Context: an optimization exercise on an open-source flow, tuned for small area and a short achievable clock period. The choices shown serve that exercise and are no tape-out recipe. In this exercise RTL edits were held to simulation tests only and were not proved equivalent to the original. No run shown here takes its clock network from TritonCTS; it comes from the design's own scripts or RTL. The flow treats the clock pin as an ideal source. Dropping or thinning the clock tree relies on that and would not hold on a real chip. Power figures rest on the tool's default switching activity, not on a simulated workload.

===== flow/design.v =====
package multPkg;
  typedef logic signed [16-1:0] operandT;
  typedef logic signed [32-1:0] productT;
  typedef struct packed {
    logic one;
    logic two;
    logic neg;
  } boothT;
  function automatic boothT boothEncode(input logic hi, input logic mid, input logic lo);
    boothT d;
    d.one = mid ^ lo;
    d.two = (hi & ~mid & ~lo) | (~hi & mid & lo);
    d.neg = hi;
    boothEncode = d;
  endfunction
endpackage
module operandPrep (
  input  logic             clk,
  input  logic             rstN,
  input  multPkg::operandT opA,
  input  multPkg::operandT opB,
  input  logic             inValid,
  output logic [15:0]      aR,
  output logic [7:0]       oneR,
  output logic [7:0]       twoR,
  output logic [7:0]       negR,
  output logic             prepValid
);
  logic [16:0] bExt;
  logic [7:0]  one;
  logic [7:0]  two;
  logic [7:0]  neg;
  assign bExt = {opB, 1'b0};
  for (genvar i = 0; i < 8; i++)
  begin : genDigit
    assign {one[i], two[i], neg[i]} = multPkg::boothEncode(bExt[2 * i + 2], bExt[2 * i + 1], bExt[2 * i]);
  end
  always_ff @(posedge clk)
  begin
    prepValid <= rstN & inValid;
  end
  always_ff @(posedge clk)
  begin
    aR <= opA;
    oneR <= one;
    twoR <= two;
    negR <= neg;
  end
endmodule
module daddaTree8 (
  input  logic [15:0]   aR,
  input  logic [7:0]    oneR,
  input  logic [7:0]    twoR,
  input  logic [7:0]    negR,
  output logic [74-1:0] cutBits
);
  logic pp0_0, pp0_1, pp0_2, pp0_3, pp0_4, pp0_5, pp0_6, pp0_7, pp0_8, pp0_9;
  logic pp0_10, pp0_11, pp0_12, pp0_13, pp0_14, pp0_15, pp0_16, pp1_0, pp1_1, pp1_2;
  logic pp1_3, pp1_4, pp1_5, pp1_6, pp1_7, pp1_8, pp1_9, pp1_10, pp1_11, pp1_12;
  logic pp1_13, pp1_14, pp1_15, pp1_16, pp2_0, pp2_1, pp2_2, pp2_3, pp2_4, pp2_5;
  logic pp2_6, pp2_7, pp2_8, pp2_9, pp2_10, pp2_11, pp2_12, pp2_13, pp2_14, pp2_15;
  logic pp2_16, pp3_0, pp3_1, pp3_2, pp3_3, pp3_4, pp3_5, pp3_6, pp3_7, pp3_8;
  logic pp3_9, pp3_10, pp3_11, pp3_12, pp3_13, pp3_14, pp3_15, pp3_16, pp4_0, pp4_1;
  logic pp4_2, pp4_3, pp4_4, pp4_5, pp4_6, pp4_7, pp4_8, pp4_9, pp4_10, pp4_11;
  logic pp4_12, pp4_13, pp4_14, pp4_15, pp4_16, pp5_0, pp5_1, pp5_2, pp5_3, pp5_4;
  logic pp5_5, pp5_6, pp5_7, pp5_8, pp5_9, pp5_10, pp5_11, pp5_12, pp5_13, pp5_14;
  logic pp5_15, pp5_16, pp6_0, pp6_1, pp6_2, pp6_3, pp6_4, pp6_5, pp6_6, pp6_7;
  logic pp6_8, pp6_9, pp6_10, pp6_11, pp6_12, pp6_13, pp6_14, pp6_15, pp6_16, pp7_0;
  logic pp7_1, pp7_2, pp7_3, pp7_4, pp7_5, pp7_6, pp7_7, pp7_8, pp7_9, pp7_10;
  logic pp7_11, pp7_12, pp7_13, pp7_14, pp7_15, pp7_16, s1, k1, s2, k2;
  logic s3, k3, s4, k4, s5, k5, s6, k6, s7, k7;
  logic s8, k8, s9, k9, s10, k10, s11, k11, s12, k12;
  logic s13, k13, s14, k14, s15, k15, s16, k16, s17, k17;
  logic s18, k18, s19, k19, s20, k20, s21, k21, s22, k22;
  logic s23, k23, s24, k24, s25, k25, s26, k26, s27, k27;
  logic s28, k28, s29, k29, s30, k30, s31, k31, s32, k32;
  logic s33, k33, s34, k34, s35, k35, s36, k36, s37, k37;
  logic s38, k38, s39, k39, s40, k40, s41, k41, s42, k42;
  logic s43, k43, s44, k44, s45, k45, s46, k46, s47, k47;
  logic s48, k48, s49, k49, s50, k50, s51, k51, s52, k52;
  logic s53, k53, s54, k54, s55, k55, s56, k56, s57, k57;
  logic s58, k58, s59, k59, s60, k60, s61, k61, s62, k62;
  logic s63, k63, s64, k64, s65, k65, s66, k66, s67, k67;
  logic s68, k68, s69, k69, s70, k70, s71, k71, s72, k72;
  logic s73, k73, s74, k74, s75, k75, s76, k76, s77, k77;
  logic s78, k78, s79, k79, s80, k80, s81, k81, s82, k82;
  logic s83, k83, s84, k84, s85, k85, s86, k86, s87, k87;
  logic s88, k88, s89, k89, s90, k90, s91, k91, s92, k92;
  logic s93, k93, t94, g94, t95, g95, t96, g96, t105, g105;
  logic t106, g106, s107, k107, s108, k108, s109, k109, s110, k110;
  logic s111, k111, s112, k112;
  assign pp0_0 = ((oneR[0] & aR[0]) | (twoR[0] & 1'b0)) ^ negR[0];
  assign pp0_1 = ((oneR[0] & aR[1]) | (twoR[0] & aR[0])) ^ negR[0];
  assign pp0_2 = ((oneR[0] & aR[2]) | (twoR[0] & aR[1])) ^ negR[0];
  assign pp0_3 = ((oneR[0] & aR[3]) | (twoR[0] & aR[2])) ^ negR[0];
  assign pp0_4 = ((oneR[0] & aR[4]) | (twoR[0] & aR[3])) ^ negR[0];
  assign pp0_5 = ((oneR[0] & aR[5]) | (twoR[0] & aR[4])) ^ negR[0];
  assign pp0_6 = ((oneR[0] & aR[6]) | (twoR[0] & aR[5])) ^ negR[0];
  assign pp0_7 = ((oneR[0] & aR[7]) | (twoR[0] & aR[6])) ^ negR[0];
  assign pp0_8 = ((oneR[0] & aR[8]) | (twoR[0] & aR[7])) ^ negR[0];
  assign pp0_9 = ((oneR[0] & aR[9]) | (twoR[0] & aR[8])) ^ negR[0];
  assign pp0_10 = ((oneR[0] & aR[10]) | (twoR[0] & aR[9])) ^ negR[0];
  assign pp0_11 = ((oneR[0] & aR[11]) | (twoR[0] & aR[10])) ^ negR[0];
  assign pp0_12 = ((oneR[0] & aR[12]) | (twoR[0] & aR[11])) ^ negR[0];
  assign pp0_13 = ((oneR[0] & aR[13]) | (twoR[0] & aR[12])) ^ negR[0];
  assign pp0_14 = ((oneR[0] & aR[14]) | (twoR[0] & aR[13])) ^ negR[0];
  assign pp0_15 = ((oneR[0] & aR[15]) | (twoR[0] & aR[14])) ^ negR[0];
  assign pp0_16 = ~(((oneR[0] | twoR[0]) & aR[15]) ^ negR[0]);
  assign pp1_0 = ((oneR[1] & aR[0]) | (twoR[1] & 1'b0)) ^ negR[1];
  assign pp1_1 = ((oneR[1] & aR[1]) | (twoR[1] & aR[0])) ^ negR[1];
  assign pp1_2 = ((oneR[1] & aR[2]) | (twoR[1] & aR[1])) ^ negR[1];
  assign pp1_3 = ((oneR[1] & aR[3]) | (twoR[1] & aR[2])) ^ negR[1];
  assign pp1_4 = ((oneR[1] & aR[4]) | (twoR[1] & aR[3])) ^ negR[1];
  assign pp1_5 = ((oneR[1] & aR[5]) | (twoR[1] & aR[4])) ^ negR[1];
  assign pp1_6 = ((oneR[1] & aR[6]) | (twoR[1] & aR[5])) ^ negR[1];
  assign pp1_7 = ((oneR[1] & aR[7]) | (twoR[1] & aR[6])) ^ negR[1];
  assign pp1_8 = ((oneR[1] & aR[8]) | (twoR[1] & aR[7])) ^ negR[1];
  assign pp1_9 = ((oneR[1] & aR[9]) | (twoR[1] & aR[8])) ^ negR[1];
  assign pp1_10 = ((oneR[1] & aR[10]) | (twoR[1] & aR[9])) ^ negR[1];
  assign pp1_11 = ((oneR[1] & aR[11]) | (twoR[1] & aR[10])) ^ negR[1];
  assign pp1_12 = ((oneR[1] & aR[12]) | (twoR[1] & aR[11])) ^ negR[1];
  assign pp1_13 = ((oneR[1] & aR[13]) | (twoR[1] & aR[12])) ^ negR[1];
  assign pp1_14 = ((oneR[1] & aR[14]) | (twoR[1] & aR[13])) ^ negR[1];
  assign pp1_15 = ((oneR[1] & aR[15]) | (twoR[1] & aR[14])) ^ negR[1];
  assign pp1_16 = ~(((oneR[1] | twoR[1]) & aR[15]) ^ negR[1]);
  assign pp2_0 = ((oneR[2] & aR[0]) | (twoR[2] & 1'b0)) ^ negR[2];
  assign pp2_1 = ((oneR[2] & aR[1]) | (twoR[2] & aR[0])) ^ negR[2];
  assign pp2_2 = ((oneR[2] & aR[2]) | (twoR[2] & aR[1])) ^ negR[2];
  assign pp2_3 = ((oneR[2] & aR[3]) | (twoR[2] & aR[2])) ^ negR[2];
  assign pp2_4 = ((oneR[2] & aR[4]) | (twoR[2] & aR[3])) ^ negR[2];
  assign pp2_5 = ((oneR[2] & aR[5]) | (twoR[2] & aR[4])) ^ negR[2];
  assign pp2_6 = ((oneR[2] & aR[6]) | (twoR[2] & aR[5])) ^ negR[2];
  assign pp2_7 = ((oneR[2] & aR[7]) | (twoR[2] & aR[6])) ^ negR[2];
  assign pp2_8 = ((oneR[2] & aR[8]) | (twoR[2] & aR[7])) ^ negR[2];
  assign pp2_9 = ((oneR[2] & aR[9]) | (twoR[2] & aR[8])) ^ negR[2];
  assign pp2_10 = ((oneR[2] & aR[10]) | (twoR[2] & aR[9])) ^ negR[2];
  assign pp2_11 = ((oneR[2] & aR[11]) | (twoR[2] & aR[10])) ^ negR[2];
  assign pp2_12 = ((oneR[2] & aR[12]) | (twoR[2] & aR[11])) ^ negR[2];
  assign pp2_13 = ((oneR[2] & aR[13]) | (twoR[2] & aR[12])) ^ negR[2];
  assign pp2_14 = ((oneR[2] & aR[14]) | (twoR[2] & aR[13])) ^ negR[2];
  assign pp2_15 = ((oneR[2] & aR[15]) | (twoR[2] & aR[14])) ^ negR[2];
  assign pp2_16 = ~(((oneR[2] | twoR[2]) & aR[15]) ^ negR[2]);
  assign pp3_0 = ((oneR[3] & aR[0]) | (twoR[3] & 1'b0)) ^ negR[3];
  assign pp3_1 = ((oneR[3] & aR[1]) | (twoR[3] & aR[0])) ^ negR[3];
  assign pp3_2 = ((oneR[3] & aR[2]) | (twoR[3] & aR[1])) ^ negR[3];
  assign pp3_3 = ((oneR[3] & aR[3]) | (twoR[3] & aR[2])) ^ negR[3];
  assign pp3_4 = ((oneR[3] & aR[4]) | (twoR[3] & aR[3])) ^ negR[3];
  assign pp3_5 = ((oneR[3] & aR[5]) | (twoR[3] & aR[4])) ^ negR[3];
  assign pp3_6 = ((oneR[3] & aR[6]) | (twoR[3] & aR[5])) ^ negR[3];
  assign pp3_7 = ((oneR[3] & aR[7]) | (twoR[3] & aR[6])) ^ negR[3];
  assign pp3_8 = ((oneR[3] & aR[8]) | (twoR[3] & aR[7])) ^ negR[3];
  assign pp3_9 = ((oneR[3] & aR[9]) | (twoR[3] & aR[8])) ^ negR[3];
  assign pp3_10 = ((oneR[3] & aR[10]) | (twoR[3] & aR[9])) ^ negR[3];
  assign pp3_11 = ((oneR[3] & aR[11]) | (twoR[3] & aR[10])) ^ negR[3];
  assign pp3_12 = ((oneR[3] & aR[12]) | (twoR[3] & aR[11])) ^ negR[3];
  assign pp3_13 = ((oneR[3] & aR[13]) | (twoR[3] & aR[12])) ^ negR[3];
  assign pp3_14 = ((oneR[3] & aR[14]) | (twoR[3] & aR[13])) ^ negR[3];
  assign pp3_15 = ((oneR[3] & aR[15]) | (twoR[3] & aR[14])) ^ negR[3];
  assign pp3_16 = ~(((oneR[3] | twoR[3]) & aR[15]) ^ negR[3]);
  assign pp4_0 = ((oneR[4] & aR[0]) | (twoR[4] & 1'b0)) ^ negR[4];
  assign pp4_1 = ((oneR[4] & aR[1]) | (twoR[4] & aR[0])) ^ negR[4];
  assign pp4_2 = ((oneR[4] & aR[2]) | (twoR[4] & aR[1])) ^ negR[4];
  assign pp4_3 = ((oneR[4] & aR[3]) | (twoR[4] & aR[2])) ^ negR[4];
  assign pp4_4 = ((oneR[4] & aR[4]) | (twoR[4] & aR[3])) ^ negR[4];
  assign pp4_5 = ((oneR[4] & aR[5]) | (twoR[4] & aR[4])) ^ negR[4];
  assign pp4_6 = ((oneR[4] & aR[6]) | (twoR[4] & aR[5])) ^ negR[4];
  assign pp4_7 = ((oneR[4] & aR[7]) | (twoR[4] & aR[6])) ^ negR[4];
  assign pp4_8 = ((oneR[4] & aR[8]) | (twoR[4] & aR[7])) ^ negR[4];
  assign pp4_9 = ((oneR[4] & aR[9]) | (twoR[4] & aR[8])) ^ negR[4];
  assign pp4_10 = ((oneR[4] & aR[10]) | (twoR[4] & aR[9])) ^ negR[4];
  assign pp4_11 = ((oneR[4] & aR[11]) | (twoR[4] & aR[10])) ^ negR[4];
  assign pp4_12 = ((oneR[4] & aR[12]) | (twoR[4] & aR[11])) ^ negR[4];
  assign pp4_13 = ((oneR[4] & aR[13]) | (twoR[4] & aR[12])) ^ negR[4];
  assign pp4_14 = ((oneR[4] & aR[14]) | (twoR[4] & aR[13])) ^ negR[4];
  assign pp4_15 = ((oneR[4] & aR[15]) | (twoR[4] & aR[14])) ^ negR[4];
  assign pp4_16 = ~(((oneR[4] | twoR[4]) & aR[15]) ^ negR[4]);
  assign pp5_0 = ((oneR[5] & aR[0]) | (twoR[5] & 1'b0)) ^ negR[5];
  assign pp5_1 = ((oneR[5] & aR[1]) | (twoR[5] & aR[0])) ^ negR[5];
  assign pp5_2 = ((oneR[5] & aR[2]) | (twoR[5] & aR[1])) ^ negR[5];
  assign pp5_3 = ((oneR[5] & aR[3]) | (twoR[5] & aR[2])) ^ negR[5];
  assign pp5_4 = ((oneR[5] & aR[4]) | (twoR[5] & aR[3])) ^ negR[5];
  assign pp5_5 = ((oneR[5] & aR[5]) | (twoR[5] & aR[4])) ^ negR[5];
  assign pp5_6 = ((oneR[5] & aR[6]) | (twoR[5] & aR[5])) ^ negR[5];
  assign pp5_7 = ((oneR[5] & aR[7]) | (twoR[5] & aR[6])) ^ negR[5];
  assign pp5_8 = ((oneR[5] & aR[8]) | (twoR[5] & aR[7])) ^ negR[5];
  assign pp5_9 = ((oneR[5] & aR[9]) | (twoR[5] & aR[8])) ^ negR[5];
  assign pp5_10 = ((oneR[5] & aR[10]) | (twoR[5] & aR[9])) ^ negR[5];
  assign pp5_11 = ((oneR[5] & aR[11]) | (twoR[5] & aR[10])) ^ negR[5];
  assign pp5_12 = ((oneR[5] & aR[12]) | (twoR[5] & aR[11])) ^ negR[5];
  assign pp5_13 = ((oneR[5] & aR[13]) | (twoR[5] & aR[12])) ^ negR[5];
  assign pp5_14 = ((oneR[5] & aR[14]) | (twoR[5] & aR[13])) ^ negR[5];
  assign pp5_15 = ((oneR[5] & aR[15]) | (twoR[5] & aR[14])) ^ negR[5];
  assign pp5_16 = ~(((oneR[5] | twoR[5]) & aR[15]) ^ negR[5]);
  assign pp6_0 = ((oneR[6] & aR[0]) | (twoR[6] & 1'b0)) ^ negR[6];
  assign pp6_1 = ((oneR[6] & aR[1]) | (twoR[6] & aR[0])) ^ negR[6];
  assign pp6_2 = ((oneR[6] & aR[2]) | (twoR[6] & aR[1])) ^ negR[6];
  assign pp6_3 = ((oneR[6] & aR[3]) | (twoR[6] & aR[2])) ^ negR[6];
  assign pp6_4 = ((oneR[6] & aR[4]) | (twoR[6] & aR[3])) ^ negR[6];
  assign pp6_5 = ((oneR[6] & aR[5]) | (twoR[6] & aR[4])) ^ negR[6];
  assign pp6_6 = ((oneR[6] & aR[6]) | (twoR[6] & aR[5])) ^ negR[6];
  assign pp6_7 = ((oneR[6] & aR[7]) | (twoR[6] & aR[6])) ^ negR[6];
  assign pp6_8 = ((oneR[6] & aR[8]) | (twoR[6] & aR[7])) ^ negR[6];
  assign pp6_9 = ((oneR[6] & aR[9]) | (twoR[6] & aR[8])) ^ negR[6];
  assign pp6_10 = ((oneR[6] & aR[10]) | (twoR[6] & aR[9])) ^ negR[6];
  assign pp6_11 = ((oneR[6] & aR[11]) | (twoR[6] & aR[10])) ^ negR[6];
  assign pp6_12 = ((oneR[6] & aR[12]) | (twoR[6] & aR[11])) ^ negR[6];
  assign pp6_13 = ((oneR[6] & aR[13]) | (twoR[6] & aR[12])) ^ negR[6];
  assign pp6_14 = ((oneR[6] & aR[14]) | (twoR[6] & aR[13])) ^ negR[6];
  assign pp6_15 = ((oneR[6] & aR[15]) | (twoR[6] & aR[14])) ^ negR[6];
  assign pp6_16 = ~(((oneR[6] | twoR[6]) & aR[15]) ^ negR[6]);
  assign pp7_0 = ((oneR[7] & aR[0]) | (twoR[7] & 1'b0)) ^ negR[7];
  assign pp7_1 = ((oneR[7] & aR[1]) | (twoR[7] & aR[0])) ^ negR[7];
  assign pp7_2 = ((oneR[7] & aR[2]) | (twoR[7] & aR[1])) ^ negR[7];
  assign pp7_3 = ((oneR[7] & aR[3]) | (twoR[7] & aR[2])) ^ negR[7];
  assign pp7_4 = ((oneR[7] & aR[4]) | (twoR[7] & aR[3])) ^ negR[7];
  assign pp7_5 = ((oneR[7] & aR[5]) | (twoR[7] & aR[4])) ^ negR[7];
  assign pp7_6 = ((oneR[7] & aR[6]) | (twoR[7] & aR[5])) ^ negR[7];
  assign pp7_7 = ((oneR[7] & aR[7]) | (twoR[7] & aR[6])) ^ negR[7];
  assign pp7_8 = ((oneR[7] & aR[8]) | (twoR[7] & aR[7])) ^ negR[7];
  assign pp7_9 = ((oneR[7] & aR[9]) | (twoR[7] & aR[8])) ^ negR[7];
  assign pp7_10 = ((oneR[7] & aR[10]) | (twoR[7] & aR[9])) ^ negR[7];
  assign pp7_11 = ((oneR[7] & aR[11]) | (twoR[7] & aR[10])) ^ negR[7];
  assign pp7_12 = ((oneR[7] & aR[12]) | (twoR[7] & aR[11])) ^ negR[7];
  assign pp7_13 = ((oneR[7] & aR[13]) | (twoR[7] & aR[12])) ^ negR[7];
  assign pp7_14 = ((oneR[7] & aR[14]) | (twoR[7] & aR[13])) ^ negR[7];
  assign pp7_15 = ((oneR[7] & aR[15]) | (twoR[7] & aR[14])) ^ negR[7];
  assign pp7_16 = ~(((oneR[7] | twoR[7]) & aR[15]) ^ negR[7]);
  halfAdder us1 (.x(pp0_10), .y(negR[5]), .s(s1), .c(k1));
  halfAdder us2 (.x(pp1_9), .y(pp0_11), .s(s2), .c(k2));
  fullAdder us3 (.x(pp1_10), .y(negR[6]), .z(pp0_12), .s(s3), .c(k3));
  halfAdder us4 (.x(pp3_6), .y(pp2_8), .s(s4), .c(k4));
  fullAdder us5 (.x(pp2_9), .y(pp0_13), .z(pp1_11), .s(s5), .c(k5));
  halfAdder us6 (.x(pp4_5), .y(pp3_7), .s(s6), .c(k6));
  fullAdder us7 (.x(pp1_12), .y(negR[7]), .z(pp0_14), .s(s7), .c(k7));
  fullAdder us8 (.x(pp4_6), .y(pp2_10), .z(pp3_8), .s(s8), .c(k8));
  halfAdder us9 (.x(pp6_2), .y(pp5_4), .s(s9), .c(k9));
  fullAdder us10 (.x(pp2_11), .y(pp0_15), .z(pp1_13), .s(s10), .c(k10));
  fullAdder us11 (.x(pp5_5), .y(pp3_9), .z(pp4_7), .s(s11), .c(k11));
  halfAdder us12 (.x(pp7_1), .y(pp6_3), .s(s12), .c(k12));
  assign {k13, s13} = {(1'b1 & pp0_16) | (1'b1 & pp1_14) | (pp0_16 & pp1_14), 1'b1 ^ pp0_16 ^ pp1_14};
  fullAdder us14 (.x(pp4_8), .y(pp2_12), .z(pp3_10), .s(s14), .c(k14));
  fullAdder us15 (.x(pp7_2), .y(pp5_6), .z(pp6_4), .s(s15), .c(k15));
  assign {k16, s16} = {(1'b1 & pp1_15) | (1'b1 & pp2_13) | (pp1_15 & pp2_13), 1'b1 ^ pp1_15 ^ pp2_13};
  fullAdder us17 (.x(pp5_7), .y(pp3_11), .z(pp4_9), .s(s17), .c(k17));
  halfAdder us18 (.x(pp7_3), .y(pp6_5), .s(s18), .c(k18));
  fullAdder us19 (.x(pp3_12), .y(pp1_16), .z(pp2_14), .s(s19), .c(k19));
  fullAdder us20 (.x(pp6_6), .y(pp4_10), .z(pp5_8), .s(s20), .c(k20));
  assign {k21, s21} = {(1'b1 & pp2_15) | (1'b1 & pp3_13) | (pp2_15 & pp3_13), 1'b1 ^ pp2_15 ^ pp3_13};
  halfAdder us22 (.x(pp5_9), .y(pp4_11), .s(s22), .c(k22));
  fullAdder us23 (.x(pp4_12), .y(pp2_16), .z(pp3_14), .s(s23), .c(k23));
  assign {k24, s24} = {1'b1 & pp3_15, 1'b1 ^ pp3_15};
  halfAdder us25 (.x(pp0_6), .y(negR[3]), .s(s25), .c(k25));
  halfAdder us26 (.x(pp1_5), .y(pp0_7), .s(s26), .c(k26));
  fullAdder us27 (.x(pp1_6), .y(negR[4]), .z(pp0_8), .s(s27), .c(k27));
  halfAdder us28 (.x(pp3_2), .y(pp2_4), .s(s28), .c(k28));
  fullAdder us29 (.x(pp2_5), .y(pp0_9), .z(pp1_7), .s(s29), .c(k29));
  halfAdder us30 (.x(pp4_1), .y(pp3_3), .s(s30), .c(k30));
  fullAdder us31 (.x(pp3_4), .y(pp1_8), .z(pp2_6), .s(s31), .c(k31));
  fullAdder us32 (.x(s1), .y(pp4_2), .z(pp5_0), .s(s32), .c(k32));
  fullAdder us33 (.x(pp4_3), .y(pp2_7), .z(pp3_5), .s(s33), .c(k33));
  fullAdder us34 (.x(s2), .y(pp5_1), .z(k1), .s(s34), .c(k34));
  fullAdder us35 (.x(pp6_0), .y(pp4_4), .z(pp5_2), .s(s35), .c(k35));
  fullAdder us36 (.x(s3), .y(k2), .z(s4), .s(s36), .c(k36));
  fullAdder us37 (.x(k4), .y(pp5_3), .z(pp6_1), .s(s37), .c(k37));
  fullAdder us38 (.x(s5), .y(s6), .z(k3), .s(s38), .c(k38));
  fullAdder us39 (.x(s9), .y(pp7_0), .z(k6), .s(s39), .c(k39));
  fullAdder us40 (.x(s8), .y(k5), .z(s7), .s(s40), .c(k40));
  fullAdder us41 (.x(k7), .y(k9), .z(s12), .s(s41), .c(k41));
  fullAdder us42 (.x(s11), .y(k8), .z(s10), .s(s42), .c(k42));
  fullAdder us43 (.x(k11), .y(k12), .z(k10), .s(s43), .c(k43));
  fullAdder us44 (.x(s15), .y(s13), .z(s14), .s(s44), .c(k44));
  fullAdder us45 (.x(k14), .y(s18), .z(k13), .s(s45), .c(k45));
  fullAdder us46 (.x(s17), .y(k15), .z(s16), .s(s46), .c(k46));
  fullAdder us47 (.x(k16), .y(pp7_4), .z(k18), .s(s47), .c(k47));
  fullAdder us48 (.x(s20), .y(k17), .z(s19), .s(s48), .c(k48));
  fullAdder us49 (.x(s22), .y(pp6_7), .z(pp7_5), .s(s49), .c(k49));
  fullAdder us50 (.x(s21), .y(k19), .z(k20), .s(s50), .c(k50));
  fullAdder us51 (.x(pp7_6), .y(pp5_10), .z(pp6_8), .s(s51), .c(k51));
  fullAdder us52 (.x(s23), .y(k22), .z(k21), .s(s52), .c(k52));
  fullAdder us53 (.x(pp6_9), .y(pp4_13), .z(pp5_11), .s(s53), .c(k53));
  fullAdder us54 (.x(k23), .y(pp7_7), .z(s24), .s(s54), .c(k54));
  fullAdder us55 (.x(pp5_12), .y(pp3_16), .z(pp4_14), .s(s55), .c(k55));
  fullAdder us56 (.x(k24), .y(pp6_10), .z(pp7_8), .s(s56), .c(k56));
  assign {k57, s57} = {(1'b1 & pp4_15) | (1'b1 & pp5_13) | (pp4_15 & pp5_13), 1'b1 ^ pp4_15 ^ pp5_13};
  halfAdder us58 (.x(pp7_9), .y(pp6_11), .s(s58), .c(k58));
  fullAdder us59 (.x(pp6_12), .y(pp4_16), .z(pp5_14), .s(s59), .c(k59));
  assign {k60, s60} = {1'b1 & pp5_15, 1'b1 ^ pp5_15};
  halfAdder us61 (.x(pp0_4), .y(negR[2]), .s(s61), .c(k61));
  halfAdder us62 (.x(pp1_3), .y(pp0_5), .s(s62), .c(k62));
  fullAdder us63 (.x(pp3_0), .y(pp1_4), .z(pp2_2), .s(s63), .c(k63));
  fullAdder us64 (.x(k25), .y(pp2_3), .z(pp3_1), .s(s64), .c(k64));
  fullAdder us65 (.x(s28), .y(pp4_0), .z(k26), .s(s65), .c(k65));
  fullAdder us66 (.x(k27), .y(k28), .z(s30), .s(s66), .c(k66));
  fullAdder us67 (.x(s31), .y(k30), .z(k29), .s(s67), .c(k67));
  fullAdder us68 (.x(k32), .y(k31), .z(s33), .s(s68), .c(k68));
  fullAdder us69 (.x(k34), .y(k33), .z(s35), .s(s69), .c(k69));
  fullAdder us70 (.x(k36), .y(k35), .z(s37), .s(s70), .c(k70));
  fullAdder us71 (.x(k38), .y(k37), .z(s39), .s(s71), .c(k71));
  fullAdder us72 (.x(k40), .y(k39), .z(s41), .s(s72), .c(k72));
  fullAdder us73 (.x(s43), .y(k41), .z(k42), .s(s73), .c(k73));
  fullAdder us74 (.x(k44), .y(k43), .z(s45), .s(s74), .c(k74));
  fullAdder us75 (.x(k46), .y(k45), .z(s47), .s(s75), .c(k75));
  fullAdder us76 (.x(k48), .y(s49), .z(k47), .s(s76), .c(k76));
  fullAdder us77 (.x(k50), .y(s51), .z(k49), .s(s77), .c(k77));
  fullAdder us78 (.x(k52), .y(k51), .z(s53), .s(s78), .c(k78));
  fullAdder us79 (.x(s56), .y(k53), .z(s55), .s(s79), .c(k79));
  fullAdder us80 (.x(s57), .y(s58), .z(k55), .s(s80), .c(k80));
  fullAdder us81 (.x(k57), .y(pp7_10), .z(k58), .s(s81), .c(k81));
  fullAdder us82 (.x(s60), .y(pp6_13), .z(pp7_11), .s(s82), .c(k82));
  fullAdder us83 (.x(pp7_12), .y(pp5_16), .z(pp6_14), .s(s83), .c(k83));
  assign {k84, s84} = {1'b1 & pp6_15, 1'b1 ^ pp6_15};
  halfAdder us85 (.x(pp0_2), .y(negR[1]), .s(s85), .c(k85));
  halfAdder us86 (.x(pp1_1), .y(pp0_3), .s(s86), .c(k86));
  fullAdder us87 (.x(s61), .y(pp1_2), .z(pp2_0), .s(s87), .c(k87));
  fullAdder us88 (.x(s62), .y(pp2_1), .z(k61), .s(s88), .c(k88));
  fullAdder us89 (.x(s63), .y(k62), .z(s25), .s(s89), .c(k89));
  fullAdder us90 (.x(s64), .y(s26), .z(k63), .s(s90), .c(k90));
  fullAdder us91 (.x(s65), .y(s27), .z(k64), .s(s91), .c(k91));
  fullAdder us92 (.x(s66), .y(s29), .z(k65), .s(s92), .c(k92));
  fullAdder us93 (.x(s67), .y(s32), .z(k66), .s(s93), .c(k93));
  assign {g94, t94} = {s34 & k67, s34 ^ k67};
  assign {g95, t95} = {s36 & k68, s36 ^ k68};
  assign {g96, t96} = {s38 & k69, s38 ^ k69};
  assign {g105, t105} = {k54 & s79, k54 ^ s79};
  assign {g106, t106} = {k56 & s80, k56 ^ s80};
  fullAdder us107 (.x(s81), .y(s59), .z(k80), .s(s107), .c(k107));
  fullAdder us108 (.x(k81), .y(k59), .z(s82), .s(s108), .c(k108));
  fullAdder us109 (.x(k82), .y(k60), .z(s83), .s(s109), .c(k109));
  fullAdder us110 (.x(k83), .y(pp7_13), .z(s84), .s(s110), .c(k110));
  fullAdder us111 (.x(k84), .y(pp6_16), .z(pp7_14), .s(s111), .c(k111));
  assign {k112, s112} = {1'b1 & pp7_15, 1'b1 ^ pp7_15};
  assign cutBits[0] = s68;
  assign cutBits[1] = t94;
  assign cutBits[2] = g94;
  assign cutBits[3] = s69;
  assign cutBits[4] = t95;
  assign cutBits[5] = g95;
  assign cutBits[6] = s70;
  assign cutBits[7] = t96;
  assign cutBits[8] = g96;
  assign cutBits[9] = s40;
  assign cutBits[10] = k70;
  assign cutBits[11] = s71;
  assign cutBits[12] = s42;
  assign cutBits[13] = k71;
  assign cutBits[14] = s72;
  assign cutBits[15] = s44;
  assign cutBits[16] = k72;
  assign cutBits[17] = s73;
  assign cutBits[18] = s46;
  assign cutBits[19] = k73;
  assign cutBits[20] = s74;
  assign cutBits[21] = s48;
  assign cutBits[22] = k74;
  assign cutBits[23] = s75;
  assign cutBits[24] = s50;
  assign cutBits[25] = k75;
  assign cutBits[26] = s76;
  assign cutBits[27] = s52;
  assign cutBits[28] = k76;
  assign cutBits[29] = s77;
  assign cutBits[30] = s54;
  assign cutBits[31] = k77;
  assign cutBits[32] = s78;
  assign cutBits[33] = k78;
  assign cutBits[34] = t105;
  assign cutBits[35] = g105;
  assign cutBits[36] = k79;
  assign cutBits[37] = t106;
  assign cutBits[38] = g106;
  assign cutBits[39] = negR[0];
  assign cutBits[40] = pp0_0;
  assign cutBits[41] = pp0_1;
  assign cutBits[42] = s85;
  assign cutBits[43] = pp1_0;
  assign cutBits[44] = k85;
  assign cutBits[45] = s86;
  assign cutBits[46] = k86;
  assign cutBits[47] = s87;
  assign cutBits[48] = k87;
  assign cutBits[49] = s88;
  assign cutBits[50] = k88;
  assign cutBits[51] = s89;
  assign cutBits[52] = k89;
  assign cutBits[53] = s90;
  assign cutBits[54] = k90;
  assign cutBits[55] = s91;
  assign cutBits[56] = k91;
  assign cutBits[57] = s92;
  assign cutBits[58] = k92;
  assign cutBits[59] = s93;
  assign cutBits[60] = k93;
  assign cutBits[61] = s107;
  assign cutBits[62] = k107;
  assign cutBits[63] = s108;
  assign cutBits[64] = k108;
  assign cutBits[65] = s109;
  assign cutBits[66] = k109;
  assign cutBits[67] = s110;
  assign cutBits[68] = k110;
  assign cutBits[69] = s111;
  assign cutBits[70] = k111;
  assign cutBits[71] = s112;
  assign cutBits[72] = k112;
  assign cutBits[73] = pp7_16;
endmodule
module fullAdder (
  input  logic x,
  input  logic y,
  input  logic z,
  output logic s,
  output logic c
);
  assign s = x ^ y ^ z;
  assign c = (x & y) | (x & z) | (y & z);
endmodule
module halfAdder (
  input  logic x,
  input  logic y,
  output logic s,
  output logic c
);
  assign s = x ^ y;
  assign c = x & y;
endmodule
module productMerge (
  input  logic                      clk,
  input  logic                      rstN,
  input  logic [74-1:0]    cutBits,
  input  logic                      prepValid,
  output multPkg::productT          product,
  output logic                      outValid
);
  logic                      treeValid;
  logic [74-1:0]    cutR;
  logic [32-1:0] rowA;
  logic [32-1:0] rowB;
  logic s68, t94, g94, s69, t95, g95, s70, t96, g96, s40;
  logic k70, s71, s42, k71, s72, s44, k72, s73, s46, k73;
  logic s74, s48, k74, s75, s50, k75, s76, s52, k76, s77;
  logic s54, k77, s78, k78, t105, g105, k79, t106, g106, negR_0;
  logic pp0_0, pp0_1, s85, pp1_0, k85, s86, k86, s87, k87, s88;
  logic k88, s89, k89, s90, k90, s91, k91, s92, k92, s93;
  logic k93, s107, k107, s108, k108, s109, k109, s110, k110, s111;
  logic k111, s112, k112, pp7_16, s94, k94, s95, k95, s96, k96;
  logic s97, k97, s98, k98, s99, k99, s100, k100, s101, k101;
  logic s102, k102, s103, k103, s104, k104, s105, k105, s106, k106;
  always_ff @(posedge clk)
  begin
    treeValid <= rstN & prepValid;
    outValid  <= rstN & treeValid;
  end
  always_ff @(posedge clk)
  begin
    cutR    <= cutBits;
    product <= rowA + rowB;
  end
  assign s68 = cutR[0];
  assign t94 = cutR[1];
  assign g94 = cutR[2];
  assign s69 = cutR[3];
  assign t95 = cutR[4];
  assign g95 = cutR[5];
  assign s70 = cutR[6];
  assign t96 = cutR[7];
  assign g96 = cutR[8];
  assign s40 = cutR[9];
  assign k70 = cutR[10];
  assign s71 = cutR[11];
  assign s42 = cutR[12];
  assign k71 = cutR[13];
  assign s72 = cutR[14];
  assign s44 = cutR[15];
  assign k72 = cutR[16];
  assign s73 = cutR[17];
  assign s46 = cutR[18];
  assign k73 = cutR[19];
  assign s74 = cutR[20];
  assign s48 = cutR[21];
  assign k74 = cutR[22];
  assign s75 = cutR[23];
  assign s50 = cutR[24];
  assign k75 = cutR[25];
  assign s76 = cutR[26];
  assign s52 = cutR[27];
  assign k76 = cutR[28];
  assign s77 = cutR[29];
  assign s54 = cutR[30];
  assign k77 = cutR[31];
  assign s78 = cutR[32];
  assign k78 = cutR[33];
  assign t105 = cutR[34];
  assign g105 = cutR[35];
  assign k79 = cutR[36];
  assign t106 = cutR[37];
  assign g106 = cutR[38];
  assign negR_0 = cutR[39];
  assign pp0_0 = cutR[40];
  assign pp0_1 = cutR[41];
  assign s85 = cutR[42];
  assign pp1_0 = cutR[43];
  assign k85 = cutR[44];
  assign s86 = cutR[45];
  assign k86 = cutR[46];
  assign s87 = cutR[47];
  assign k87 = cutR[48];
  assign s88 = cutR[49];
  assign k88 = cutR[50];
  assign s89 = cutR[51];
  assign k89 = cutR[52];
  assign s90 = cutR[53];
  assign k90 = cutR[54];
  assign s91 = cutR[55];
  assign k91 = cutR[56];
  assign s92 = cutR[57];
  assign k92 = cutR[58];
  assign s93 = cutR[59];
  assign k93 = cutR[60];
  assign s107 = cutR[61];
  assign k107 = cutR[62];
  assign s108 = cutR[63];
  assign k108 = cutR[64];
  assign s109 = cutR[65];
  assign k109 = cutR[66];
  assign s110 = cutR[67];
  assign k110 = cutR[68];
  assign s111 = cutR[69];
  assign k111 = cutR[70];
  assign s112 = cutR[71];
  assign k112 = cutR[72];
  assign pp7_16 = cutR[73];
  assign s94 = t94 ^ s68;
  assign k94 = g94 | (t94 & s68);
  assign s95 = t95 ^ s69;
  assign k95 = g95 | (t95 & s69);
  assign s96 = t96 ^ s70;
  assign k96 = g96 | (t96 & s70);
  fullAdder us97 (.x(s71), .y(s40), .z(k70), .s(s97), .c(k97));
  fullAdder us98 (.x(s72), .y(s42), .z(k71), .s(s98), .c(k98));
  fullAdder us99 (.x(s73), .y(s44), .z(k72), .s(s99), .c(k99));
  fullAdder us100 (.x(s74), .y(s46), .z(k73), .s(s100), .c(k100));
  fullAdder us101 (.x(s75), .y(s48), .z(k74), .s(s101), .c(k101));
  fullAdder us102 (.x(s76), .y(s50), .z(k75), .s(s102), .c(k102));
  fullAdder us103 (.x(s77), .y(s52), .z(k76), .s(s103), .c(k103));
  fullAdder us104 (.x(s78), .y(s54), .z(k77), .s(s104), .c(k104));
  assign s105 = t105 ^ k78;
  assign k105 = g105 | (t105 & k78);
  assign s106 = t106 ^ k79;
  assign k106 = g106 | (t106 & k79);
  assign rowA[0] = negR_0;
  assign rowB[0] = pp0_0;
  assign rowA[1] = pp0_1;
  assign rowB[1] = 1'b0;
  assign rowA[2] = s85;
  assign rowB[2] = pp1_0;
  assign rowA[3] = k85;
  assign rowB[3] = s86;
  assign rowA[4] = k86;
  assign rowB[4] = s87;
  assign rowA[5] = k87;
  assign rowB[5] = s88;
  assign rowA[6] = k88;
  assign rowB[6] = s89;
  assign rowA[7] = k89;
  assign rowB[7] = s90;
  assign rowA[8] = k90;
  assign rowB[8] = s91;
  assign rowA[9] = k91;
  assign rowB[9] = s92;
  assign rowA[10] = k92;
  assign rowB[10] = s93;
  assign rowA[11] = k93;
  assign rowB[11] = s94;
  assign rowA[12] = k94;
  assign rowB[12] = s95;
  assign rowA[13] = k95;
  assign rowB[13] = s96;
  assign rowA[14] = k96;
  assign rowB[14] = s97;
  assign rowA[15] = k97;
  assign rowB[15] = s98;
  assign rowA[16] = k98;
  assign rowB[16] = s99;
  assign rowA[17] = k99;
  assign rowB[17] = s100;
  assign rowA[18] = k100;
  assign rowB[18] = s101;
  assign rowA[19] = k101;
  assign rowB[19] = s102;
  assign rowA[20] = k102;
  assign rowB[20] = s103;
  assign rowA[21] = k103;
  assign rowB[21] = s104;
  assign rowA[22] = k104;
  assign rowB[22] = s105;
  assign rowA[23] = k105;
  assign rowB[23] = s106;
  assign rowA[24] = k106;
  assign rowB[24] = s107;
  assign rowA[25] = k107;
  assign rowB[25] = s108;
  assign rowA[26] = k108;
  assign rowB[26] = s109;
  assign rowA[27] = k109;
  assign rowB[27] = s110;
  assign rowA[28] = k110;
  assign rowB[28] = s111;
  assign rowA[29] = k111;
  assign rowB[29] = s112;
  assign rowA[30] = k112;
  assign rowB[30] = pp7_16;
  assign rowA[31] = 1'b1;
  assign rowB[31] = 1'b0;
endmodule
module signedMultiplier16 (
  input  logic             clk,
  input  logic             rstN,
  input  multPkg::operandT opA,
  input  multPkg::operandT opB,
  input  logic             inValid,
  output multPkg::productT product,
  output logic             outValid
);
  logic [15:0]               aR;
  logic [7:0]                oneR;
  logic [7:0]                twoR;
  logic [7:0]                negR;
  logic                      prepValid;
  logic [74-1:0]     cutBits;
  operandPrep operandPrep_inst (
    .clk       (clk),
    .rstN      (rstN),
    .opA       (opA),
    .opB       (opB),
    .inValid   (inValid),
    .aR        (aR),
    .oneR      (oneR),
    .twoR      (twoR),
    .negR      (negR),
    .prepValid (prepValid)
  );
  daddaTree8 daddaTree8_inst (
    .aR   (aR),
    .oneR (oneR),
    .twoR (twoR),
    .negR (negR),
    .cutBits (cutBits)
  );
  productMerge productMerge_inst (
    .clk       (clk),
    .rstN      (rstN),
    .cutBits   (cutBits),
    .prepValid (prepValid),
    .product   (product),
    .outValid  (outValid)
  );
endmodule

===== flow/flow/run.sh =====
#!/bin/bash
# standard synthesis and layout, except:
# - the port buffers are the smallest buffer instead of a delay cell,
# - the clock tree is a balanced two-level tree built by flow/clock_tree.tcl
#   (root buffer, one buffer per k-means cluster of flip-flops) in place of TritonCTS.
set -euo pipefail
export FLOW_CLOCK_TREE="12 sky130_fd_sc_hd__clkbuf_16 sky130_fd_sc_hd__clkbuf_8"
bash standard.sh SETUP_SLACK_MARGIN=6.2 "BUFFER_PORTS_ARGS=-buffer_cell sky130_fd_sc_hd__buf_1" \
  PRE_CTS_TCL=$PWD/flow/clock_tree.tcl finish > flow_make.log 2>&1

===== flow/flow/clock_tree.tcl =====
# Two-level clock tree: the clock port drives one root buffer, which drives one
# buffer per cluster of flip-flops (clusters by k-means on placement).
proc my_clock_tree {nclusters rootcell leafcell} {
  set block [ord::get_db_block]
  set db [ord::get_db]
  set clknet [$block findNet clk]
  set sinks {}
  foreach it [$clknet getITerms] {
    lappend sinks $it
  }
  set pts {}
  foreach it $sinks {
    set b [[$it getInst] getBBox]
    lappend pts [list [expr {([$b xMin] + [$b xMax]) / 2.0}] [expr {([$b yMin] + [$b yMax]) / 2.0}]]
  }
  set n [llength $pts]
  # k-means, seeded by spreading over sorted x then y
  set cent {}
  set sorted [lsort -real -index 0 $pts]
  for {set k 0} {$k < $nclusters} {incr k} {
    lappend cent [lindex $sorted [expr {int(($k + 0.5) * $n / $nclusters)}]]
  }
  for {set iter 0} {$iter < 50} {incr iter} {
    set assign {}
    foreach p $pts {
      set best 0; set bd 1e30
      for {set k 0} {$k < $nclusters} {incr k} {
        set c [lindex $cent $k]
        set d [expr {abs([lindex $p 0] - [lindex $c 0]) + abs([lindex $p 1] - [lindex $c 1])}]
        if {$d < $bd} { set bd $d; set best $k }
      }
      lappend assign $best
    }
    set newc {}
    for {set k 0} {$k < $nclusters} {incr k} {
      set sx 0; set sy 0; set m 0
      foreach p $pts a $assign {
        if {$a == $k} { set sx [expr {$sx + [lindex $p 0]}]; set sy [expr {$sy + [lindex $p 1]}]; incr m }
      }
      if {$m > 0} { lappend newc [list [expr {$sx / $m}] [expr {$sy / $m}]] } else { lappend newc [lindex $cent $k] }
    }
    set cent $newc
  }
  set rmaster [$db findMaster $rootcell]
  set lmaster [$db findMaster $leafcell]
  # root buffer at the centre of the leaf buffers
  set rx 0; set ry 0
  foreach c $cent { set rx [expr {$rx + [lindex $c 0]}]; set ry [expr {$ry + [lindex $c 1]}] }
  set rx [expr {int($rx / $nclusters)}]; set ry [expr {int($ry / $nclusters)}]
  set root [odb::dbInst_create $block $rmaster "clkbuf_root"]
  $root setLocation $rx $ry
  $root setPlacementStatus PLACED
  set rootnet [odb::dbNet_create $block "clknet_root"]
  $rootnet setSigType CLOCK
  foreach it $sinks { $it disconnect }
  [$root findITerm A] connect $clknet
  [$root findITerm X] connect $rootnet
  for {set k 0} {$k < $nclusters} {incr k} {
    set c [lindex $cent $k]
    set leaf [odb::dbInst_create $block $lmaster "clkbuf_leaf_$k"]
    $leaf setLocation [expr {int([lindex $c 0])}] [expr {int([lindex $c 1])}]
    $leaf setPlacementStatus PLACED
    set net [odb::dbNet_create $block "clknet_leaf_$k"]
    $net setSigType CLOCK
    [$leaf findITerm A] connect $rootnet
    [$leaf findITerm X] connect $net
    foreach it $sinks a $assign {
      if {$a == $k} { $it connect $net }
    }
  }
}

# Used as ORFS's PRE_CTS_TCL hook: build the tree here, and leave the CTS step's
# clock_tree_synthesis call nothing to do.
if {[info exists ::env(FLOW_CLOCK_TREE)]} {
  my_clock_tree {*}$::env(FLOW_CLOCK_TREE)
  set_propagated_clock [all_clocks]
  proc clock_tree_synthesis {args} { puts "clock tree built by flow/clock_tree.tcl" }
}

===== flow/standard.sh =====
#!/bin/bash
# synth_recipe.tcl (not shown) runs the flow's synth.tcl, then flattens the netlist and writes it again
# the make line also repeats each setting of config.mk as NAME=value (left out here)
make -C /OpenROAD-flow-scripts/flow DESIGN_CONFIG=/design/flow/config.mk WORK_HOME=/design/flow/orfs CLKGATE_MAP_FILE= SYNTH_SCRIPT=/design/flow/synth_recipe.tcl "${@:-finish}"

===== flow/config.mk =====
export PLATFORM = sky130hd
export DESIGN_NAME = signedMultiplier16
export DESIGN_NICKNAME = signedMultiplier16
export VERILOG_FILES = /design/flow/design.v
export SDC_FILE = /design/flow/constraint.sdc
export NUM_CORES = 4
export LEC_CHECK = 0
export CAP_MARGIN = 20
export CORE_MARGIN = 2
export CORE_UTILIZATION = 65
export PLACE_DENSITY = 0.75
export SLEW_MARGIN = 20
export SYNTH_HIERARCHICAL = 1
export SYNTH_MINIMUM_KEEP_SIZE = 0

===== flow/constraint.sdc =====
create_clock -name core_clock -period 8.8 [get_ports {clk}]
set_input_delay 1.7600 -clock core_clock [delete_from_list [all_inputs] [get_ports {clk}]]
set_output_delay 1.7600 -clock core_clock [all_outputs]
set_load 0.01 [all_outputs]

==> results of run 1 <==
## kinds of logic after synthesis
family	synth area share [%]
flip-flops	28.2
XOR/XNOR	14.0
multiplexers	0.498
adder cells (fa/ha/maj)	23.0
AO/OA/AOI/OAI	17.0
AND/OR/NAND/NOR	5.08
buffers and inverters	12.2
## metrics by stage
step	std cells	total power, mW	cell area (µm²)	utilization (%)	setup slack (ps)
finish	1125	4.56	10400	65.6	6220
global route	1125	4.97	10400	65.6	6130
CTS	1124	4.30	10200	64.4	6190
detailed placement	1110	3.77	9890	62.2	5940
global placement	1110	3.71	9890	62.2	6010
floorplan	978	3.55	10600	-	6290
## per-layer routing
layer	share of wire, %	vias up	global-route usage, %
li1	-	3170	-
met1	47	3135	35.8
met2	42	304	34.6
met3	8.6	40	3.90
met4	2.2	0	5.19
met5	0	-	0
## layout make-up
cell class,instances,area (µm²)
tap,216,270
sequential,149,3050
buffer,13,190
inverter,17,63.8
multi-input combinational,658,6490
fill,1277,5470
timing repair buffer,72,362
## per-module statistics from Yosys (local to each module, per instance), excerpt
module        flip-flops and latches  area [µm²]  copies in the design
daddaTree8                         0        3580                     1
productMerge                     108        4100                     1
fullAdder                          0        20.0                    82
halfAdder                          0        12.5                    17
operandPrep                       41        1020                     1
## report_power, final
group          total (mW)  internal (mW)  switching, mW
clock               0.343          0.143          0.200
combinational        3.09           1.45           1.64
sequential           1.12          0.965          0.158
total                4.56           2.56           2.00
## what timing repair did
| item | in CTS | in global routing |
|---|---|---|
| pin swaps | 1 | 11 |
| gates resized for setup | 71 | 62 |
| setup endpoints to repair | 61 | 41 |
| setup buffers | 1 | 1 |
## path summary, 6_finish.rpt
kind | start | end
min reg2reg | operandPrep_inst.prepValid | productMerge_inst.treeValid
max | productMerge_inst.product[31] | product[31]
max reg2reg | productMerge_inst.cutR[14] | productMerge_inst.product[26]
min | operandPrep_inst.prepValid | productMerge_inst.treeValid
## layout by cell type (no fill, tap or decap), types with 7 or more instances in the layout
cell type                    n
sky130_fd_sc_hd__xnor2_1   137
sky130_fd_sc_hd__a22oi_1   108
sky130_fd_sc_hd__dfxtp_1   106
sky130_fd_sc_hd__fa_1       82
sky130_fd_sc_hd__ha_1       50
sky130_fd_sc_hd__dfxtp_2    39
sky130_fd_sc_hd__buf_1      34
sky130_fd_sc_hd__xor2_1     32
sky130_fd_sc_hd__a21oi_1    26
sky130_fd_sc_hd__nand2_1    24
sky130_fd_sc_hd__buf_2      21
sky130_fd_sc_hd__o21ai_0    18
sky130_fd_sc_hd__inv_1      17
sky130_fd_sc_hd__nor2_1     15
sky130_fd_sc_hd__a21o_1     14
sky130_fd_sc_hd__a22oi_2    13
sky130_fd_sc_hd__clkbuf_8   12
sky130_fd_sc_hd__nand2b_1   10
sky130_fd_sc_hd__nand4_1     7
sky130_fd_sc_hd__ha_4        7
sky130_fd_sc_hd__clkbuf_2    7
## state kept, by name, summed over array words and instances, names as in the netlist
name / cells
operandPrep_inst.twoR: 8
productMerge_inst.outValid: 1
operandPrep_inst.aR: 16
operandPrep_inst.prepValid: 1
productMerge_inst.treeValid: 1
productMerge_inst.cutR: 74
operandPrep_inst.oneR: 8
operandPrep_inst.negR: 8
productMerge_inst.product: 32
==> results.txt, run 1 <==
Route
For this run, the detailed router's first-pass iteration total came to 5. The residual DRC count is 0. The routed via count divided by cell count is 5.91.

The routed wirelength normalized by instance count is 18.4 µm. The total wire length is 20800 µm. Summing over every cut layer, the via total after detailed routing is 6649. The count of nets left with antenna violations once routing finished came out at 0. After the first detailed-routing iteration, the DRC count stood at 618.

Timing
Setup repair after global routing could not meet its margin everywhere. Dividing the final minimum period by the clock period gives 29.3%. The hold slack is 427 ps.

The shortest clock period the worst path allows after layout is 2580 ps. The number of slew-limit violations in the final report came to 0. The count of endpoints failing hold in the final timing report is 0.

Setup total negative slack on the finished layout was measured at 0 ps. The total setup violations reported at the end of the flow is 0. The relative slew slack is 57.6%.

The transition time at the pin with the least slew margin is 636 ps. On the final layout, the worst clock skew is 38.3 ps. The top achievable clock speed is 0.387 GHz.

Floorplanning
The I/O pin total is 68. The number of core rows is 46. The initial utilization of the core area, before any placement, comes to 66.5%. The floorplan step defined a die boundary enclosing 17300 µm². The total core area is 15900 µm². The horizontal extent of the die is 131 µm. Measured along the y axis, the die boundary spans 131 µm.

Logic synthesis
The count of flip-flops with a built-in enable after synthesis is 0. Sequential elements use 28.2% of the synthesized area. The commonest cells after synthesis are sky130_fd_sc_hd__dfxtp_1 (149), sky130_fd_sc_hd__xnor2_1 (137), sky130_fd_sc_hd__a22oi_1 (108). The main flop type after synthesis is sky130_fd_sc_hd__dfxtp_1. The async set or reset register ratio after synthesis is 0%.

The number of nets in the synthesized netlist is 1158. The area fraction of the dominant cell type after synthesis is 28.2%. The cell count after synthesis came out at 978.

The dominant cell type by area after synthesis is sky130_fd_sc_hd__dfxtp_1. The mapped netlist covers 10600 µm². The synthesized design contains 149 register bits. The synthesized netlist contains 67 unique library cells. Ranked by total cell area, the synthesized netlist is headed by sky130_fd_sc_hd__dfxtp_1 (28%), sky130_fd_sc_hd__fa_1 (16%), sky130_fd_sc_hd__xnor2_1 (11%).

The synthesis warning total is 8. The most common cell in the netlist is sky130_fd_sc_hd__dfxtp_1. The average cell area after synthesis is 10.8 µm².

Worst setup path
The internal reg-to-reg setup slack is 6270 ps. For the worst flop-to-flop path, the logic depth is 9. The category of cells accounting for the largest share of critical-path delay is flip-flops. Data on the critical path arrives at its endpoint at 820 ps.

Of all nets on the critical path, the largest fanout is 1. Together, buffers and inverters on the worst path number 1. For this run, the slowest stage of the critical path takes 310 ps. The kind of start point of the critical path is a register. The instance count on the critical path is 1. The type of the setup path with the least slack is register to output port.

The critical path endpoint category is an output port. The critical path required time is 7040 ps. The slowest cell on the critical path is sky130_fd_sc_hd__dfxtp_1. The signal on the critical path passes through buf_2.

Power and ir drop
The worst-case IR drop observed on VDD is 0.000265 V. The leakage power total is 4.03 nW. The cell area power density is 437 nW/µm².

Place
Input and output buffers added on the ports amount to 67. Once detailed placement completed, the half-perimeter wirelength came to 14600 µm. The placer's final routability congestion estimate is 0.891.

Clocking
In this run, post-CTS hold repair placed 0 buffers. The post-CTS clock slew at the launch and capture registers of the worst setup and hold paths is 100 ps. Clock latency on the worst-skew pair, taken at its later pin, is 390 ps.

Global routing
The number of antenna violations at the first check in global routing came to 0. The first global-routing pass estimated 33700 µm of wire. Across every metal layer, demand over resource in global routing totals 23.3%. The pin count of the biggest net entering global routing is 20. The number of global-route vias before repair is 6454. For this run the aggregate overflow at the end of global routing stands at 0.

Layout
The layout-stage area growth over the synthesis result is -1.35%. The final net count is 1091. The post-route netlist has 17.2% of its cells at a drive strength greater than 1. 0 antenna diodes ended up in the layout.

Flow run
The number of max-cap violations is 0.

Min path
The path category of the worst min-delay check is register to register. Counting instances, the worst hold path has a depth of 1.

Run status
The flow ran to the end and the layout has no timing, DRC or antenna violations.
==> inputs of run 2 (changes only) <==
==> flow/flow/run.sh (replaced) <==
#!/bin/bash
# standard synthesis and layout, except:
# - the port buffers are the smallest buffer instead of a delay cell,
# - the clock tree is a balanced two-level tree built by flow/clock_tree.tcl
#   (clk port -> 4 root buffers -> one buffer per k-means cluster of flip-flops)
#   in place of TritonCTS.
set -euo pipefail
export FLOW_CLOCK_TREE="12 4 sky130_fd_sc_hd__clkbuf_8 sky130_fd_sc_hd__clkbuf_8"
bash standard.sh SETUP_SLACK_MARGIN=6.30 "BUFFER_PORTS_ARGS=-buffer_cell sky130_fd_sc_hd__buf_1" \
  PRE_CTS_TCL=$PWD/flow/clock_tree.tcl finish > flow_make.log 2>&1
==> flow/flow/clock_tree.tcl (replaced) <==

# k-means on a list of {x y} points; returns {centres assignment}
proc my_kmeans {pts k} {
  set n [llength $pts]
  set cent {}
  set sorted [lsort -real -index 0 $pts]
  for {set i 0} {$i < $k} {incr i} {
    lappend cent [lindex $sorted [expr {int(($i + 0.5) * $n / $k)}]]
  }
  for {set iter 0} {$iter < 50} {incr iter} {
    set assign {}
    foreach p $pts {
      set best 0; set bd 1e30
      for {set i 0} {$i < $k} {incr i} {
        set c [lindex $cent $i]
        set d [expr {abs([lindex $p 0] - [lindex $c 0]) + abs([lindex $p 1] - [lindex $c 1])}]
        if {$d < $bd} { set bd $d; set best $i }
      }
      lappend assign $best
    }
    set newc {}
    for {set i 0} {$i < $k} {incr i} {
      set sx 0; set sy 0; set m 0
      foreach p $pts a $assign {
        if {$a == $i} { set sx [expr {$sx + [lindex $p 0]}]; set sy [expr {$sy + [lindex $p 1]}]; incr m }
      }
      if {$m > 0} { lappend newc [list [expr {$sx / $m}] [expr {$sy / $m}]] } else { lappend newc [lindex $cent $i] }
    }
    set cent $newc
  }
  return [list $cent $assign]
}

proc my_place_buffer {block master name x y innet outname} {
  set inst [odb::dbInst_create $block $master $name]
  $inst setLocation [expr {int($x)}] [expr {int($y)}]
  $inst setPlacementStatus PLACED
  set net [odb::dbNet_create $block $outname]
  $net setSigType CLOCK
  [$inst findITerm A] connect $innet
  [$inst findITerm X] connect $net
  return $net
}

proc my_clock_tree {nleaves nroots rootcell leafcell} {
  set block [ord::get_db_block]
  set db [ord::get_db]
  set clknet [$block findNet clk]
  set sinks [$clknet getITerms]
  set pts {}
  foreach it $sinks {
    set b [[$it getInst] getBBox]
    lappend pts [list [expr {([$b xMin] + [$b xMax]) / 2.0}] [expr {([$b yMin] + [$b yMax]) / 2.0}]]
  }
  lassign [my_kmeans $pts $nleaves] lcent lassign
  lassign [my_kmeans $lcent $nroots] rcent rassign
  set rmaster [$db findMaster $rootcell]
  set lmaster [$db findMaster $leafcell]
  foreach it $sinks { $it disconnect }
  set rootnets {}
  for {set r 0} {$r < $nroots} {incr r} {
    set c [lindex $rcent $r]
    lappend rootnets [my_place_buffer $block $rmaster "clkbuf_root_$r" [lindex $c 0] [lindex $c 1] $clknet "clknet_root_$r"]
  }
  for {set k 0} {$k < $nleaves} {incr k} {
    set c [lindex $lcent $k]
    set net [my_place_buffer $block $lmaster "clkbuf_leaf_$k" [lindex $c 0] [lindex $c 1] \
      [lindex $rootnets [lindex $rassign $k]] "clknet_leaf_$k"]
    foreach it $sinks a $lassign {
      if {$a == $k} { $it connect $net }
    }
  }
}

# Used as ORFS's PRE_CTS_TCL hook: build the tree here, and leave the CTS step's
# clock_tree_synthesis call nothing to do.
if {[info exists ::env(FLOW_CLOCK_TREE)]} {
  my_clock_tree {*}$::env(FLOW_CLOCK_TREE)
  set_propagated_clock [all_clocks]
  proc clock_tree_synthesis {args} { puts "clock tree built by flow/clock_tree.tcl" }
}
==> results.txt, run 2 <==
Run status
The run finished with no timing, DRC or antenna violations.

Flow run
Across the run, the number of max-cap violations was 0.

Worst setup path
The kind of start point of the critical path is a register. The worst endpoint data arrival time is 2750 ps. The slowest cell on the critical path is sky130_fd_sc_hd__fa_1. The critical path required time is 8980 ps. Walking the worst path, the cells encountered are fa_1, ha_4, a21oi_2, o211ai_1, a21bo_1, a41oi_2, o21ai_2, or4_1, and4_1.

The type of the setup path with the least slack is register to register. The internal reg-to-reg setup slack is 6240 ps. Of all nets on the critical path, the largest fanout is 6. In this design, the stage delay of the slowest critical-path cell is 600 ps. The critical path endpoint category is a register.

Timing
Setup repair after global routing could not meet its margin everywhere. The setup slack of the critical path after layout is 6240 ps. The shortest clock period the worst path allows after layout is 2560 ps. The top achievable clock speed is 0.390 GHz. The worst path uses 29.1% of the clock period. The worst pin sits at a relative slew slack of 59.4%. The number of slew-limit violations in the final report is 0. The hold slack is 435 ps. The count of endpoints failing hold in the final timing report is 0. The sum of negative setup slack is 0 ps. For the final database, setup skew stands at 56.5 ps. The transition time at the pin with the least slew margin is 610 ps. Setup violations remaining at the end of the flow were counted as 0.

Power and ir drop
The clock group share of total power is 7.4%. Internal power comes to 2.79 mW. Combinational logic burns 69.8% of the power. Dividing total power by cell area gives a power density of 460 nW/µm². The switching share of total power is 43.3%. Sequential cells account for 22.8% of the total power. The analysis attributes to net switching a power of 2.13 mW.

In this run the static leakage power is 4.13 nW. The worst supply voltage drop on vdd is 0.000283 V. Overall power consumption after layout is estimated at 4.92 mW.

Global routing
Global routing consumed, over all layers together, 24.4% of the routing resources. Entering global routing, the biggest net connects 20 pins. The number of global-route vias before repair came to 6590.

The first global-routing pass estimated 34800 µm of wire. The total overflow left after global routing is 0. The number of antenna violations at the first check in global routing is 0.

Route
Dividing the detail-routed wire length by the instance count gives 18.7 µm. The length of the first detailed-routing pass in iterations is 5. The number of nets still failing antenna checks after routing is 0. The detailed-route via count is 6840. In the routed design, unresolved DRC markers number 0.

The routed via count divided by cell count is 5.99. The number of DRC markers after the initial detailed-route iteration is 714. The total wire length is 21400 µm.

Layout
The fraction of the core area covered by cells at the end of the flow is 67.4%. The area growth from synthesis to layout is 1.35%. The layout cell share with drive strength beyond 1 is 20.1%.

The number of antenna diodes in the final layout is 0. The number of flip-flops under the largest register name is 74. Once layout is done, the placed cells without fillers occupy 10700 µm². The largest register by flop count is productMerge_inst.cutR. The non-filler instance count after layout is 1141.

The library cell used most frequently in the layout, excluding fill and tap cells, is sky130_fd_sc_hd__xnor2_1. In the layout the commonest cells are sky130_fd_sc_hd__xnor2_1 (137), sky130_fd_sc_hd__a22oi_1 (108), sky130_fd_sc_hd__dfxtp_1 (103). In the final layout, the registers with the most flip-flops are productMerge_inst.cutR x74, productMerge_inst.product x32, operandPrep_inst.aR x16.

The net count of the finished layout is 1107.

Logic synthesis
The synthesis warning total is 8. The register bit count reported by yosys is 149. The sequential cell area fraction in the yosys report is 28.2%. After synthesis, the share of flip-flops with an asynchronous set or reset is 0%.

The count of flip-flops with a built-in enable after synthesis is 0. By area the synthesized netlist is led by sky130_fd_sc_hd__dfxtp_1 (28%), sky130_fd_sc_hd__fa_1 (16%), sky130_fd_sc_hd__xnor2_1 (11%). For this run, the leading register cell type out of synthesis is sky130_fd_sc_hd__dfxtp_1. By count the netlist is led by sky130_fd_sc_hd__dfxtp_1 (149), sky130_fd_sc_hd__xnor2_1 (137), sky130_fd_sc_hd__a22oi_1 (108).

After synthesis, the largest area contributor takes up 28.2% of total cell area. The number of distinct library cell variants in the gate-level netlist after synthesis is 67. When the netlist entered floorplanning its net count stood at 1158. The average cell area after synthesis is 10.8 µm².

In the post-synthesis netlist, the cell with the most instances is sky130_fd_sc_hd__dfxtp_1. Synthesis produced 978 cells. Summing every instance area after synthesis gives 10600 µm². The biggest area contributor in the post-synthesis netlist is sky130_fd_sc_hd__dfxtp_1.

Place
After legalization and detailed placement, the total HPWL measured 15000 µm. The placer's final routability congestion estimate is 0.888. In this run the cell area measured after placement is 9870 µm². Port buffering added 67 buffers. The cell count after placement is 1108.

The worst slack at placement is 5910 ps.

Floorplanning
The die is 131 µm tall. The horizontal extent of the die is 131 µm. The floorplan step defined a die boundary enclosing 17300 µm². Once the floorplan was initialized, standard cells occupied 66.5% of the core. After floorplanning, the core was divided into 46 placement rows. After floorplanning, the core was sized to cover 15900 µm².

In this run the count of I/O pins placed on the die edge is 68.

Clocking
Buffers inserted to repair hold after CTS numbered 0. Clock-pin slew was measured on the worst setup and hold paths at 80 ps. At the later pin of the worst-skew pair, clock insertion delay measures 310 ps.

Min path
The path class of the tightest hold or removal check is register to register.
## run 2: cell counts after synthesis
Identical to the previous run, type by type.
## run 2: worst paths after layout
check / start / to / cells past startpoint
setup / recovery: productMerge_inst.cutR[14] / productMerge_inst.product[28] / 9
hold / removal: operandPrep_inst.prepValid / productMerge_inst.treeValid / 1
setup reg to reg: productMerge_inst.cutR[14] / productMerge_inst.product[28] / 9
hold reg to reg: operandPrep_inst.prepValid / productMerge_inst.treeValid / 1
## run 2: layout make-up
type                            instances  area (µm²)
Fill cell                            1247        5180
Multi-Input combinational cell        658        6580
Sequential cell                       149        3120
Timing Repair Buffer                   85         458
Tap cell                              216         270
Inverter                               17        63.8
Buffer                                 16         220
## run 2: worst max-delay path, delay by kind of cell (launching register included)
family,cells,cell delay (ps)
simple gates,2,550
fa+ha+maj,2,850
flops,1,320
compound gates,5,730
## run 2: timing repair
item / 4_1_cts / 5_1_grt
pin swaps: 10 / 14
resized for setup: 103 / 69
hold endpoints to repair: 0 / 0
buffers inserted: 9 / 8
endpoints found under the setup margin: 76 / 57
## run 2: cells by family (layout without fill, tap and decap cells)
kind of cell | after synthesis | in the layout | synth area share (%)
AOI/OAI and AO/OA | 241 | 241 | 17.0
xor gates and xnor gates | 169 | 169 | 14.0
adders and majority gates | 145 | 145 | 23.0
buffers and inverters | 171 | 118 | 12.2
DFF | 149 | 149 | 28.2
muxes | 5 | 5 | 0.498
and+or+nand+nor | 98 | 98 | 5.08
## run 2: layer usage
layer	global-route usage (%)	part of all wire (%)	vias to the layer above
li1	-	-	3193
met1	36.8	46	3267
met2	37.6	44	329
met3	3.24	7.7	51
met4	5.01	2.8	0
met5	0	0	-
## run 2: Yosys stat by module, one instance, submodules excluded, a selection
module | cell area (µm²) | flip-flops and latches | times used | cells
fullAdder | 20.0 | 0 | 82 | 1
halfAdder | 12.5 | 0 | 17 | 1
operandPrep | 1020 | 41 | 1 | 71
productMerge | 4100 | 108 | 1 | 370
daddaTree8 | 3580 | 0 | 1 | 438
## run 2: power by group through the flow
stage / registers [mW] / logic [mW] / clock network [mW]
after global placement: 1.13 / 2.59 / 0
after CTS: 1.12 / 3.05 / 0.376
after global routing: 1.15 / 3.79 / 0.402
final: 1.12 / 3.44 / 0.364
after floorplan: 1.09 / 2.48 / 0
after detailed placement: 1.13 / 2.65 / 0

-- static timing again, ports no longer ideal --
The flow's constraints put no driver on any port. The routed layouts listed below were extracted and timed again, unchanged, in two steps.
Step 1, drivers: a clkbuf_16 drives clk and a buf_2 each remaining input, both assumed.
Step 2 also shifts input and output timing later by t, the mid clock arrival at the registers, as if the neighbouring blocks saw the same clock.
Three values: no drivers, after step 1, after step 2; two values: the first two.
| run | shift t [ns] | setup WS [ns] | latest minus earliest clock arrival (ns) | slew at the worst register clock pin (ns) | worst slew at a driven data input, ns |
|---|---|---|---|---|---|
| run 1 | 0.410 | 6.218 / 6.178 / 6.274 | 0.038 / 0.038 | 0.10 / 0.10 | 0.03 |
| run 2 | 0.359 | 6.238 / 6.215 / 6.238 | 0.058 / 0.057 | 0.11 / 0.11 | 0.03 |
After both steps setup and hold are still met in every run listed.
